Context: an optimization exercise on an open-source flow, tuned for small area, a short achievable clock period and few clock cycles per item. The choices shown serve that exercise and are no tape-out recipe.

==> job 9010: inputs <==
Design alu_arbiter, start of the top module:
module alu_arbiter
#(
  parameter int WIDTH   = 32,
  parameter int MUL_LAT = 3
) (
  input  logic             clk,
  input  logic             rst_n,
  input  logic             req0_valid,
  output logic             req0_ready,
  input  logic [2:0]       req0_op,
  input  logic [WIDTH-1:0] req0_a,
  input  logic [WIDTH-1:0] req0_b,
  input  logic             req1_valid,
  output logic             req1_ready,
  input  logic [2:0]       req1_op,
  input  logic [WIDTH-1:0] req1_a,
  input  logic [WIDTH-1:0] req1_b,
  output logic             resp_valid,
  input  logic             resp_ready,
  output logic             resp_id,
  output logic [WIDTH-1:0] resp_data,
  output logic             resp_zero,
  output logic             resp_neg
);
  logic last_grant, cap0, cap1, cid, en, acc0, acc1, acc;
  logic [2:0] op_g;
  logic [31:0] a_g, b_g, bm_g, by_g, y;
  logic cin_q, f_q;
  logic [31:0] a_q, by_q;
  logic [15:0] one_g, two_g, neg_g, one_q, two_q, neg_q;
  logic cin_g, f_g;
  assign en         = ~resp_valid | resp_ready;
  assign req0_ready = cap0 & en & (last_grant | ~req1_valid);
  assign req1_ready = cap1 & en & (~last_grant | ~req0_valid);
  assign acc0       = req0_valid & req0_ready;
  ...
==> module alu_booth, before the edit <==
module alu_booth (
  input  logic [31:0] b,
  output logic [15:0] one,
  output logic [15:0] two,
  output logic [15:0] neg
);
  logic [32:0] e;
  assign e = {b, 1'b0};
  always_comb begin
    for (int i = 0; i < 16; i++) begin
      one[i] = e[2*i+1] ^ e[2*i];
      two[i] = (e[2*i+2] ^ e[2*i+1]) & ~(e[2*i+1] ^ e[2*i]);
      neg[i] = e[2*i+2];
    end
  end
endmodule
==> module alu_arbiter, before the edit <==
module alu_arbiter
#(
  parameter int WIDTH   = 32,
  parameter int MUL_LAT = 3
) (
  input  logic             clk,
  input  logic             rst_n,
  input  logic             req0_valid,
  output logic             req0_ready,
  input  logic [2:0]       req0_op,
  input  logic [WIDTH-1:0] req0_a,
  input  logic [WIDTH-1:0] req0_b,
  input  logic             req1_valid,
  output logic             req1_ready,
  input  logic [2:0]       req1_op,
  input  logic [WIDTH-1:0] req1_a,
  input  logic [WIDTH-1:0] req1_b,
  output logic             resp_valid,
  input  logic             resp_ready,
  output logic             resp_id,
  output logic [WIDTH-1:0] resp_data,
  output logic             resp_zero,
  output logic             resp_neg
);
  logic last_grant, cap0, cap1, cid, en, acc0, acc1, acc;
  logic [2:0] op_g;
  logic [31:0] a_g, b_g, bm_g, by_g, y;
  logic cin_q, f_q;
  logic [31:0] a_q, by_q;
  logic [15:0] one_g, two_g, neg_g, one_q, two_q, neg_q;
  logic cin_g, f_g;
  assign en         = ~resp_valid | resp_ready;
  assign req0_ready = cap0 & en & (last_grant | ~req1_valid);
  assign req1_ready = cap1 & en & (~last_grant | ~req0_valid);
  assign acc0       = req0_valid & req0_ready;
  assign acc1       = req1_valid & req1_ready;
  assign acc        = acc0 | acc1;
  assign op_g = cid ? req0_op : req1_op;
  assign a_g  = cid ? req0_a  : req1_a;
  assign b_g  = cid ? req0_b  : req1_b;
  always_comb begin
    cin_g = 1'b0;
    f_g   = 1'b0;
    bm_g  = 32'd1;
    by_g  = '0;
    case (op_g)
      alu_pkg::ALU_MUL: bm_g = b_g;
      alu_pkg::ALU_SHL: bm_g = 32'd1 << b_g[4:0];
      alu_pkg::ALU_OR:  by_g = b_g & ~a_g;
      alu_pkg::ALU_SUB, alu_pkg::ALU_CMP: begin cin_g = 1'b1; by_g = ~b_g; end
      alu_pkg::ALU_CMM: begin cin_g = 1'b1; f_g = 1'b1; by_g = ~b_g; end
      alu_pkg::ALU_CME: begin f_g = 1'b1; by_g = ~b_g; end
      default: by_g = b_g;
    endcase
  end
  always_ff @(posedge clk or negedge rst_n) begin
    if (!rst_n) begin
      last_grant <= 1'b1;
      cid        <= 1'b0;
      cap0       <= 1'b0;
      cap1       <= 1'b0;
      resp_valid <= 1'b0;
    end else begin
      if (acc) last_grant <= acc1;
      cid <= ~cid;
      cap0 <= cid & req0_valid;
      cap1 <= ~cid & req1_valid;
      if (en) resp_valid <= acc;
    end
  end
  always_ff @(posedge clk) begin
    a_q   <= a_g;
    one_q <= one_g;
    two_q <= two_g;
    neg_q <= neg_g;
    for (int i = 0; i < 16; i++) begin
      by_q[2*i]   <= by_g[2*i];
      by_q[2*i+1] <= by_g[2*i+1] | (neg_g[i] & ~(one_g[i] & a_g[0]));
    end
    cin_q <= cin_g;
    f_q   <= f_g;
    if (en) begin
      resp_data <= y;
      resp_id   <= cid;
    end
  end
  alu_booth u_booth (.b(bm_g), .one(one_g), .two(two_g), .neg(neg_g));
  alu_core u_core (.a(a_q), .one(one_q), .two(two_q), .neg(neg_q), .by(by_q), .cin(cin_q), .f(f_q), .y(y));
  assign resp_zero = resp_data == '0;
  assign resp_neg  = resp_data[WIDTH-1];
endmodule
==> flow/config.mk <==
export PLATFORM = sky130hd
export DESIGN_NAME = alu_arbiter
export DESIGN_NICKNAME = alu_arbiter
export VERILOG_FILES = /design/flow/design.v
export SDC_FILE = /design/flow/constraint.sdc
export NUM_CORES = 4
export LEC_CHECK = 0
export CAP_MARGIN = 20
export CORE_MARGIN = 2
export CORE_UTILIZATION = 65
export PLACE_DENSITY = 0.75
export SLEW_MARGIN = 20
export SYNTH_HIERARCHICAL = 1
export SYNTH_MINIMUM_KEEP_SIZE = 0
==> flow/constraint.sdc <==
create_clock -name core_clock -period 12.5 [get_ports {clk}]
set_input_delay 2.5000 -clock core_clock [delete_from_list [all_inputs] [get_ports {clk}]]
set_output_delay 2.5000 -clock core_clock [all_outputs]
set_load 0.01 [all_outputs]
standard.sh (not shown) runs the stock make flow with config.mk's settings and CLKGATE_MAP_FILE= SYNTH_SCRIPT=/design/flow/synth_recipe.tcl, a recipe that flattens the netlist after the stock synthesis.
==> flow/flow/run.sh <==
#!/bin/bash
# Layout: the standard ORFS flow (standard.sh), unchanged except for
# make-variable settings: a larger setup repair target (the SDC, clock period
# and I/O delays are untouched), plain buffers on the ports, and clock tree
# synthesis without dummy loads.
set -euo pipefail
bash standard.sh \
  SETUP_SLACK_MARGIN=6.9 \
  "BUFFER_PORTS_ARGS=-buffer_cell sky130_fd_sc_hd__buf_1" \
  "CTS_ARGS=-sink_clustering_enable -repair_clock_nets -dont_use_dummy_load" \
  finish > standard_flow.log 2>&1
==> job 3705 (differences from job 9010) <==
--- a/flow/design.v
+++ b/flow/design.v
@@ -864,7 +864,7 @@
   always_comb begin
     for (int i = 0; i < 16; i++) begin
       one[i] = e[2*i+1] ^ e[2*i];
-      two[i] = (e[2*i+2] ^ e[2*i+1]) & ~(e[2*i+1] ^ e[2*i]);
+      two[i] = (e[2*i+2] & ~e[2*i+1] & ~e[2*i]) | (~e[2*i+2] & e[2*i+1] & e[2*i]);
       neg[i] = e[2*i+2];
     end
   end
@@ -893,7 +893,7 @@
   output logic             resp_zero,
   output logic             resp_neg
 );
-  logic last_grant, cap0, cap1, cid, en, acc0, acc1, acc;
+  logic last_grant, cv, cid, en, acc0, acc1, acc;
   logic [2:0] op_g;
   logic [31:0] a_g, b_g, bm_g, by_g, y;
   logic cin_q, f_q;
@@ -901,8 +901,8 @@
   logic [15:0] one_g, two_g, neg_g, one_q, two_q, neg_q;
   logic cin_g, f_g;
   assign en         = ~resp_valid | resp_ready;
-  assign req0_ready = cap0 & en & (last_grant | ~req1_valid);
-  assign req1_ready = cap1 & en & (~last_grant | ~req0_valid);
+  assign req0_ready = cv & ~cid & en & (last_grant | ~req1_valid);
+  assign req1_ready = cv &  cid & en & (~last_grant | ~req0_valid);
   assign acc0       = req0_valid & req0_ready;
   assign acc1       = req1_valid & req1_ready;
   assign acc        = acc0 | acc1;
@@ -928,14 +928,12 @@
     if (!rst_n) begin
       last_grant <= 1'b1;
       cid        <= 1'b0;
-      cap0       <= 1'b0;
-      cap1       <= 1'b0;
+      cv         <= 1'b0;
       resp_valid <= 1'b0;
     end else begin
       if (acc) last_grant <= acc1;
       cid <= ~cid;
-      cap0 <= cid & req0_valid;
-      cap1 <= ~cid & req1_valid;
+      cv  <= cid ? req0_valid : req1_valid;
       if (en) resp_valid <= acc;
     end
   end
--- a/flow/flow/run.sh
+++ b/flow/flow/run.sh
@@ -5,7 +5,7 @@
 # synthesis without dummy loads.
 set -euo pipefail
 bash standard.sh \
-  SETUP_SLACK_MARGIN=6.9 \
+  SETUP_SLACK_MARGIN=6.75 \
   "BUFFER_PORTS_ARGS=-buffer_cell sky130_fd_sc_hd__buf_1" \
   "CTS_ARGS=-sink_clustering_enable -repair_clock_nets -dont_use_dummy_load" \
   finish > standard_flow.log 2>&1
==> flow_metrics.tcl <==
set metrics [dict create \
    cp_max_fo 3 \
    r2r_slack_ns 6.87 \
    peakVddDrop_mv 0.247 \
    grt_usage_pct 38.0 \
    outcome "no timing/DRC/antenna violations" \
    p_total_mw 5.05 \
    grt_use_met3_pct 8.21 \
    met1_length_um 21500 \
    clk_share_pct 2.20 \
    vias_per_cell 7.08 \
    timing.final.crit_share_pct 45.8 \
    met2_usage_pct 60.6 \
    grt_max_degree 76 \
    yosysSeqAreaShare_pct 18.9 \
    via_count 15100 \
    holdPathStages 1 \
    hold_slack_ns 0.574 \
    clock_power_share_pct 8.6 \
    crit_start "resp_ready" \
]
the above is filed under job 3705

==> flow_metrics.tcl <==
set metrics [dict create \
    outcome "no timing/DRC/antenna violations" \
    peakVddDrop_mv 0.308 \
    yosysSeqAreaShare_pct 19.1 \
    clk_share_pct 2.17 \
    crit_start "neg_q[1]" \
    r2r_slack_ns 6.85 \
    vias_per_cell 7.05 \
    grt_use_met3_pct 9.68 \
    hold_slack_ns 0.488 \
    met2_usage_pct 61.8 \
    via_count 15100 \
    grt_max_degree 58 \
    holdPathStages 2 \
    clock_power_share_pct 8.3 \
    timing.final.crit_share_pct 45.2 \
    grt_usage_pct 38.6 \
]
the above is filed under job 9010

No functional check of the RTL was part of any run of this note.

## separate check: timing with driven ports
Ports are ideal in the flow. The routed layouts listed here were re-timed in OpenROAD. Step 1, drivers: a clkbuf_16 drives clk and a buf_2 each remaining input, both assumed. Step 2, shift: input delay + t, output delay - t, t = (earliest + latest rising clock arrival at the registers) / 2. This alone moves slack from input paths to output paths. Three values: ideal ports, drivers, drivers and shift; two values: the first two.
run | t, ns | setup slack, ns | worst hold slack (ns) | worst setup path at the end
job 9010 | 0.477 | 6.853 / 6.853 / 6.853 | 0.488 / 0.488 / 0.488 | register to register
job 3705 | 0.475 | 6.780 / 6.759 / 6.759 | 0.574 / 0.574 / 0.574 | input to output
After both steps every run listed still meets setup and hold. For job 3705, which loses most, drivers alone change the setup slack by -0.021 ns; drivers and shift together by -0.021 ns.
